Background: an optimization exercise with open tools, aiming at small area. Do not read the settings as production practice.
At most, simulation tests tie the RTL to the original design; equivalence was not proved.

==> run P: inputs <==
// sifh_hist_peak
module sifh_hist_peak #(
    parameter int unsigned NP       = 12,
    parameter int unsigned NB       = 6,
    parameter int unsigned PIXELS   = 4,
    parameter int unsigned DATA_NUM = 4,
    parameter int unsigned ACQ_NUM  = 8,
    parameter int unsigned CNT_W    = 8
) (
    input  logic                 clk,
    input  logic                 res,
    input  logic                 in_valid,
    output logic                 in_ready,
    input  logic [NP-1:0]        in_data,
    output logic                 out_valid,
    output logic [NP*PIXELS-1:0] out_result,
    output logic                 pass_id
);
==> module sifh_hist_peak, before the edit <==
module sifh_hist_peak #(
    parameter int unsigned NP       = 12,
    parameter int unsigned NB       = 6,
    parameter int unsigned PIXELS   = 4,
    parameter int unsigned DATA_NUM = 4,
    parameter int unsigned ACQ_NUM  = 8,
    parameter int unsigned CNT_W    = 8
) (
    input  logic                 clk,
    input  logic                 res,
    input  logic                 in_valid,
    output logic                 in_ready,
    input  logic [NP-1:0]        in_data,
    output logic                 out_valid,
    output logic [NP*PIXELS-1:0] out_result,
    output logic                 pass_id
);
    localparam int unsigned NG = ACQ_NUM - 1;    
    logic [7:0] idx_q;
    logic       out_valid_q;
    logic [1:0] smp;
    logic [1:0] pix;
    logic [2:0] acq;
    logic       fine;
    assign smp  = idx_q[1:0];
    assign pix  = idx_q[3:2];
    assign acq  = idx_q[6:4];
    assign fine = idx_q[7];
    always_ff @(posedge clk) begin
        if (res) begin
            idx_q       <= '0;
            out_valid_q <= 1'b0;
        end else begin
            out_valid_q <= in_valid && (idx_q == 8'hff);
            if (in_valid) begin
                idx_q <= idx_q + 8'd1;
            end
        end
    end
    assign in_ready  = 1'b1;
    assign pass_id   = fine;
    assign out_valid = out_valid_q;
    logic [4:0]    max_q  [PIXELS];
    logic [NB-1:0] peak_q [PIXELS];
    logic [NB-1:0] c_q    [PIXELS];
    logic [NB-1:0] cur_c;
    logic          valid;
    logic [NB-1:0] bin;
    assign cur_c = c_q[pix];
    assign valid = !fine || (in_data[NP-1 -: NB] == cur_c);
    assign bin   = fine ? in_data[NB-1:0] : in_data[NP-1 -: NB];
    localparam int unsigned GW = 4*NB + 3;       
    logic [NB-1:0] w_q [3];
    logic [1:0]    nw_q;
    logic [GW-1:0] ring_q [PIXELS][NG];
    logic          rot;
    assign rot = in_valid && (smp == 2'd3);
    always_ff @(posedge clk) begin
        if (in_valid && valid) begin
            w_q[0] <= bin;
            w_q[1] <= w_q[0];
            w_q[2] <= w_q[1];
        end
    end
    always_ff @(posedge clk) begin
        if (res) begin
            nw_q <= '0;
        end else if (in_valid) begin
            nw_q <= (smp == 2'd3) ? 2'd0 : nw_q + 2'(valid);
        end
    end
    always_ff @(posedge clk) begin
        if (rot) begin
            for (int b = 0; b < PIXELS - 1; b++) begin
                for (int g = 0; g < NG; g++) begin
                    ring_q[b][g] <= ring_q[b+1][g];
                end
            end
            ring_q[PIXELS-1][0] <= {nw_q, valid, w_q[0], w_q[1], w_q[2], bin};
            for (int g = 1; g < NG; g++) begin
                ring_q[PIXELS-1][g] <= ring_q[0][g-1];
            end
        end
    end
    logic [NG*DATA_NUM+2:0] hit;
    always_comb begin
        for (int g = 0; g < NG; g++) begin
            logic [1:0] gn;
            logic       gl;
            gn = ring_q[0][g][GW-1 -: 2];
            gl = ring_q[0][g][GW-3];
            for (int e = 0; e < 3; e++) begin
                hit[g*DATA_NUM+e] = (3'(g) < acq) && (2'(e) < gn)
                                  && (ring_q[0][g][(3-e)*NB +: NB] == bin);
            end
            hit[g*DATA_NUM+3] = (3'(g) < acq) && gl && (ring_q[0][g][NB-1:0] == bin);
        end
        for (int k = 0; k < 3; k++) begin
            hit[NG*DATA_NUM+k] = (2'(k) < nw_q) && (w_q[k] == bin);
        end
    end
    function automatic logic [1:0] fa(input logic a, input logic b, input logic c);
        fa = {(a & b) | (a & c) | (b & c), a ^ b ^ c};
    endfunction
    function automatic logic [2:0] pop7(input logic [6:0] x);
        logic [1:0] u, v, w, y;
        u = fa(x[0], x[1], x[2]);
        v = fa(x[3], x[4], x[5]);
        w = fa(u[0], v[0], x[6]);
        y = fa(u[1], v[1], w[1]);
        pop7 = {y, w[0]};
    endfunction
    function automatic logic [3:0] pop15(input logic [14:0] x);
        logic [2:0] a, b;
        logic [1:0] k0, k1, k2;
        a  = pop7(x[6:0]);
        b  = pop7(x[13:7]);
        k0 = fa(a[0], b[0], x[14]);
        k1 = fa(a[1], b[1], k0[1]);
        k2 = fa(a[2], b[2], k1[1]);
        pop15 = {k2, k1[0], k0[0]};
    endfunction
    logic [4:0] pop;
    always_comb begin
        logic [3:0] a, b;
        logic [1:0] k0, k1, k2, k3;
        a   = pop15(hit[14:0]);
        b   = pop15(hit[29:15]);
        k0  = fa(a[0], b[0], hit[30]);
        k1  = fa(a[1], b[1], k0[1]);
        k2  = fa(a[2], b[2], k1[1]);
        k3  = fa(a[3], b[3], k2[1]);
        pop = {k3, k2[0], k1[0], k0[0]};
    end
    logic       first, upd;
    logic [4:0] cur_max;
    logic [4:0] new_max;
    logic [NB-1:0] new_peak;
    assign first    = (acq == 3'd0) && (smp == 2'd0);
    assign cur_max  = max_q[pix];
    assign upd      = first || (valid && ((pop > cur_max) || (&cur_max)));
    assign new_max  = valid ? pop : 5'h1f;
    assign new_peak = valid ? bin : NB'(1 << (NB - 1));
    always_ff @(posedge clk) begin
        for (int p = 0; p < PIXELS; p++) begin
            if (in_valid && upd && (pix == 2'(p))) begin
                max_q[p]  <= new_max;
                peak_q[p] <= new_peak;
            end
        end
    end
    always_ff @(posedge clk) begin
        if (in_valid && (idx_q == 8'h7f)) begin
            for (int p = 0; p < PIXELS - 1; p++) begin
                c_q[p] <= peak_q[p];
            end
            c_q[PIXELS-1] <= upd ? new_peak : peak_q[PIXELS-1];
        end
    end
    always_comb begin
        for (int p = 0; p < PIXELS; p++) begin
            out_result[p*NP +: NP] = {c_q[p], peak_q[p]};
        end
    end
endmodule
==> flow/config.mk <==
export PLATFORM = sky130hd
export DESIGN_NAME = sifh_hist_peak
export DESIGN_NICKNAME = sifh_hist_peak
export VERILOG_FILES = /design/flow/design.v
export SDC_FILE = /design/flow/constraint.sdc
export NUM_CORES = 4
export LEC_CHECK = 0
export CAP_MARGIN = 0
export CORE_MARGIN = 2
export CORE_UTILIZATION = 70
export CTS_BUF_LIST = sky130_fd_sc_hd__clkbuf_8
export CTS_CLUSTER_SIZE = 30
export SLEW_MARGIN = 0
==> flow/constraint.sdc <==
create_clock -name core_clock -period 10.0 [get_ports {clk}]
set_input_delay 2.0000 -clock core_clock [delete_from_list [all_inputs] [get_ports {clk}]]
set_output_delay 2.0000 -clock core_clock [all_outputs]
set_load 0.01 [all_outputs]
standard.sh (not shown) runs the stock make flow with config.mk's settings and CLKGATE_MAP_FILE= SYNTH_SCRIPT=/design/flow/synth_recipe.tcl, a recipe that flattens the netlist after the stock synthesis.
==> flow/flow/run.sh <==
#!/bin/bash
# Standard ORFS layout, with CTS told not to add dummy loads and port buffers of the
# smallest buffer. Each tool's output goes to the ORFS logs; make's own output to make.log.
set -euo pipefail
export CTS_ARGS="-sink_clustering_enable -repair_clock_nets -dont_use_dummy_load -buf_list sky130_fd_sc_hd__clkbuf_8 -sink_clustering_size 20 -sink_clustering_max_diameter 80"
export BUFFER_PORTS_ARGS="-buffer_cell sky130_fd_sc_hd__buf_1"
bash standard.sh > make.log 2>&1
==> inputs of run G, as changes to run P <==
--- a/flow/design.v
+++ b/flow/design.v
@@ -41,5 +41,5 @@
     assign pass_id   = fine;
     assign out_valid = out_valid_q;
-    logic [4:0]    max_q  [PIXELS];
+    logic [5:0]  max_q  [PIXELS];
     logic [NB-1:0] peak_q [PIXELS];
     logic [NB-1:0] c_q    [PIXELS];
@@ -134,11 +134,9 @@
     end
     logic       first, upd;
-    logic [4:0] cur_max;
-    logic [4:0] new_max;
+    logic [5:0] new_max;
     logic [NB-1:0] new_peak;
     assign first    = (acq == 3'd0) && (smp == 2'd0);
-    assign cur_max  = max_q[pix];
-    assign upd      = first || (valid && ((pop > cur_max) || (&cur_max)));
-    assign new_max  = valid ? pop : 5'h1f;
+    assign upd      = first || (valid && ({1'b0, pop} >= max_q[pix]));
+    assign new_max  = valid ? ({1'b0, pop} + 6'd1) : 6'd0;
     assign new_peak = valid ? bin : NB'(1 << (NB - 1));
     always_ff @(posedge clk) begin
==> flow/flow/run.sh (replaced) <==
#!/bin/bash
# Standard ORFS layout, with CTS told not to add dummy loads and port buffers of the
# smallest buffer. Each tool's output goes to the ORFS logs; make's own output to make.log.
set -euo pipefail
export CTS_ARGS="-sink_clustering_enable -repair_clock_nets -dont_use_dummy_load -buf_list sky130_fd_sc_hd__clkbuf_8 -sink_clustering_size 30"
export BUFFER_PORTS_ARGS="-buffer_cell sky130_fd_sc_hd__buf_1"
bash standard.sh > make.log 2>&1
--- a/flow/config.mk
+++ b/flow/config.mk
@@ -8,5 +8,5 @@
 export CAP_MARGIN = 0
 export CORE_MARGIN = 2
-export CORE_UTILIZATION = 70
+export CORE_UTILIZATION = 40
 export CTS_BUF_LIST = sky130_fd_sc_hd__clkbuf_8
 export CTS_CLUSTER_SIZE = 30
==> inputs of run Z, as changes to run P <==
--- a/flow/design.v
+++ b/flow/design.v
@@ -50,10 +50,15 @@
     assign valid = !fine || (in_data[NP-1 -: NB] == cur_c);
     assign bin   = fine ? in_data[NB-1:0] : in_data[NP-1 -: NB];
-    localparam int unsigned GW = 4*NB + 3;       
+    localparam int unsigned GW = 4*NB + 1;
     logic [NB-1:0] w_q [3];
     logic [1:0]    nw_q;
     logic [GW-1:0] ring_q [PIXELS][NG];
     logic          rot;
-    assign rot = in_valid && (smp == 2'd3);
+    logic          g_full;
+    logic [NB-1:0] g_e2, g_e3;
+    assign rot    = in_valid && (smp == 2'd3);
+    assign g_full = valid && (nw_q == 2'd3);
+    assign g_e2   = (nw_q == 2'd3) ? w_q[2] : bin;
+    assign g_e3   = g_full ? bin : {bin[NB-1:3], valid, nw_q};
     always_ff @(posedge clk) begin
         if (in_valid && valid) begin
@@ -77,5 +82,5 @@
                 end
             end
-            ring_q[PIXELS-1][0] <= {nw_q, valid, w_q[0], w_q[1], w_q[2], bin};
+            ring_q[PIXELS-1][0] <= {g_full, w_q[0], w_q[1], g_e2, g_e3};
             for (int g = 1; g < NG; g++) begin
                 ring_q[PIXELS-1][g] <= ring_q[0][g-1];
@@ -86,13 +91,17 @@
     always_comb begin
         for (int g = 0; g < NG; g++) begin
-            logic [1:0] gn;
-            logic       gl;
-            gn = ring_q[0][g][GW-1 -: 2];
-            gl = ring_q[0][g][GW-3];
-            for (int e = 0; e < 3; e++) begin
-                hit[g*DATA_NUM+e] = (3'(g) < acq) && (2'(e) < gn)
+            logic       gf;
+            logic [2:0] gm;
+            logic [3:0] gv;
+            gf = ring_q[0][g][GW-1];
+            gm = ring_q[0][g][2:0];
+            gv[0] = gf || (gm[1:0] != 2'd0);
+            gv[1] = gf || gm[1];
+            gv[2] = gf || (gm[1:0] == 2'd3) || gm[2];
+            gv[3] = gf;
+            for (int e = 0; e < 4; e++) begin
+                hit[g*DATA_NUM+e] = (3'(g) < acq) && gv[e]
                                   && (ring_q[0][g][(3-e)*NB +: NB] == bin);
             end
-            hit[g*DATA_NUM+3] = (3'(g) < acq) && gl && (ring_q[0][g][NB-1:0] == bin);
         end
         for (int k = 0; k < 3; k++) begin
==> flow/flow/run.sh (replaced) <==
#!/bin/bash
# Standard ORFS layout, with CTS told not to add dummy loads and port buffers of the
# smallest buffer. Each tool's output goes to the ORFS logs; make's own output to make.log.
set -euo pipefail
export CTS_ARGS="-sink_clustering_enable -repair_clock_nets -dont_use_dummy_load -buf_list sky130_fd_sc_hd__clkbuf_8 -sink_clustering_size 20 -sink_clustering_max_diameter 60"
export BUFFER_PORTS_ARGS="-buffer_cell sky130_fd_sc_hd__buf_1"
bash standard.sh > make.log 2>&1
--- a/flow/config.mk
+++ b/flow/config.mk
@@ -9,5 +9,3 @@
 export CORE_MARGIN = 2
 export CORE_UTILIZATION = 70
-export CTS_BUF_LIST = sky130_fd_sc_hd__clkbuf_8
-export CTS_CLUSTER_SIZE = 30
 export SLEW_MARGIN = 0
==> inputs of run K, as changes to run P <==
--- a/flow/design.v
+++ b/flow/design.v
@@ -50,10 +50,15 @@
     assign valid = !fine || (in_data[NP-1 -: NB] == cur_c);
     assign bin   = fine ? in_data[NB-1:0] : in_data[NP-1 -: NB];
-    localparam int unsigned GW = 4*NB + 3;       
+    localparam int unsigned GW = 4*NB + 1;
     logic [NB-1:0] w_q [3];
     logic [1:0]    nw_q;
     logic [GW-1:0] ring_q [PIXELS][NG];
     logic          rot;
-    assign rot = in_valid && (smp == 2'd3);
+    logic          g_full;
+    logic [NB-1:0] g_e2, g_e3;
+    assign rot    = in_valid && (smp == 2'd3);
+    assign g_full = valid && (nw_q == 2'd3);
+    assign g_e2   = (nw_q == 2'd3) ? w_q[2] : bin;
+    assign g_e3   = g_full ? bin : {bin[NB-1:3], valid, nw_q};
     always_ff @(posedge clk) begin
         if (in_valid && valid) begin
@@ -77,5 +82,5 @@
                 end
             end
-            ring_q[PIXELS-1][0] <= {nw_q, valid, w_q[0], w_q[1], w_q[2], bin};
+            ring_q[PIXELS-1][0] <= {g_full, w_q[0], w_q[1], g_e2, g_e3};
             for (int g = 1; g < NG; g++) begin
                 ring_q[PIXELS-1][g] <= ring_q[0][g-1];
@@ -86,13 +91,17 @@
     always_comb begin
         for (int g = 0; g < NG; g++) begin
-            logic [1:0] gn;
-            logic       gl;
-            gn = ring_q[0][g][GW-1 -: 2];
-            gl = ring_q[0][g][GW-3];
-            for (int e = 0; e < 3; e++) begin
-                hit[g*DATA_NUM+e] = (3'(g) < acq) && (2'(e) < gn)
+            logic       gf;
+            logic [2:0] gm;
+            logic [3:0] gv;
+            gf = ring_q[0][g][GW-1];
+            gm = ring_q[0][g][2:0];
+            gv[0] = gf || (gm[1:0] != 2'd0);
+            gv[1] = gf || gm[1];
+            gv[2] = gf || (gm[1:0] == 2'd3) || gm[2];
+            gv[3] = gf;
+            for (int e = 0; e < 4; e++) begin
+                hit[g*DATA_NUM+e] = (3'(g) < acq) && gv[e]
                                   && (ring_q[0][g][(3-e)*NB +: NB] == bin);
             end
-            hit[g*DATA_NUM+3] = (3'(g) < acq) && gl && (ring_q[0][g][NB-1:0] == bin);
         end
         for (int k = 0; k < 3; k++) begin
==> flow/flow/run.sh (replaced) <==
#!/bin/bash
# Standard ORFS layout, with CTS told not to add dummy loads and port buffers of the
# smallest buffer. Each tool's output goes to the ORFS logs; make's own output to make.log.
set -euo pipefail
export CTS_ARGS="-sink_clustering_enable -repair_clock_nets -dont_use_dummy_load -buf_list sky130_fd_sc_hd__clkbuf_16 -sink_clustering_size 30 -sink_clustering_max_diameter 60"
export BUFFER_PORTS_ARGS="-buffer_cell sky130_fd_sc_hd__buf_1"
bash standard.sh > make.log 2>&1
--- a/flow/config.mk
+++ b/flow/config.mk
@@ -9,5 +9,3 @@
 export CORE_MARGIN = 2
 export CORE_UTILIZATION = 70
-export CTS_BUF_LIST = sky130_fd_sc_hd__clkbuf_8
-export CTS_CLUSTER_SIZE = 30
 export SLEW_MARGIN = 0
==> results.json <==
{
  "status": "timing/DRC/antenna clean",
  "seq_power_w": 0.00370,
  "layout.nets": 1461,
  "chipWidth_um": 204,
  "combPwrFrac_pct": 2.7,
  "ir_drop_v": 0.000119,
  "fin_cells": 1935,
  "regArea_um2": 23800,
  "comb_power_w": 0.000141,
  "slew_headroom_pct": 16.4,
  "ys_ff_latch": 797
}
-- figures above: run Z

==> results.json <==
{
  "status": "timing/DRC/antenna clean",
  "muxShareOfSynthArea_pct": 1.18,
  "skew_ps": 26.6,
  "initial_core_util_pct": 70.7,
  "slew_viol_final": 0,
  "comb_power_w": 0.000148,
  "combPwrFrac_pct": 2.7,
  "layout.nets": 1515,
  "seq_power_w": 0.00395,
  "leakagePower_nw": 9.78,
  "ir_drop_v": 0.000144,
  "post_cts_buffers": 0,
  "ys_ff_latch": 853,
  "multi_input_gates": 415
}
-- figures above: run P

==> results.json <==
{
  "status": "timing/DRC/antenna clean",
  "comb_power_w": 0.000141,
  "combPwrFrac_pct": 2.6,
  "regArea_um2": 23800,
  "ys_ff_latch": 797,
  "seq_power_w": 0.00370,
  "cts_root_buffer": "clkbuf_16",
  "ir_drop_v": 0.000138,
  "chipWidth_um": 204,
  "fin_cells": 1927
}
-- figures above: run K

==> results.json <==
{
  "status": "timing/DRC/antenna clean",
  "slew_headroom_pct": 7.36,
  "ys_ff_latch": 857,
  "comb_power_w": 0.000139,
  "regArea_um2": 25600,
  "combPwrFrac_pct": 2.2,
  "layout.nets": 1594,
  "fin_cells": 2501,
  "seq_power_w": 0.00398
}
-- figures above: run G

Function not checked in run G: the RTL went through the layout flow alone.

[what the ideal ports hide]
In the flow no input, the clock included, has a driving cell. The finished layouts below were timed again as built, in two steps. Step 1: set_driving_cell puts a clkbuf_16 on clk and a buf_2 on each other input, an assumption about the parent block. Step 2 times the ports against the registers' clock, not the clock port: input delays grow and output delays shrink by t, the midpoint of the rising clock arrivals with the driver on. Slacks: ideal ports / drivers / drivers and shift; pairs: ideal ports / drivers.
run	t, ns	slack for setup (ns)	cell pins on the clock port's net
run P	0.688	1.143 / 1.173 / 0.485	1
run G	0.778	1.416 / 1.447 / 0.670	1
run Z	0.674	1.638 / 1.668 / 0.994	1
run K	0.626	1.561 / 1.595 / 0.969	1
After both steps every run listed still meets setup and hold. The setup slack of run G, which loses most, moves by +0.031 ns with the drivers and by -0.746 ns with both steps.
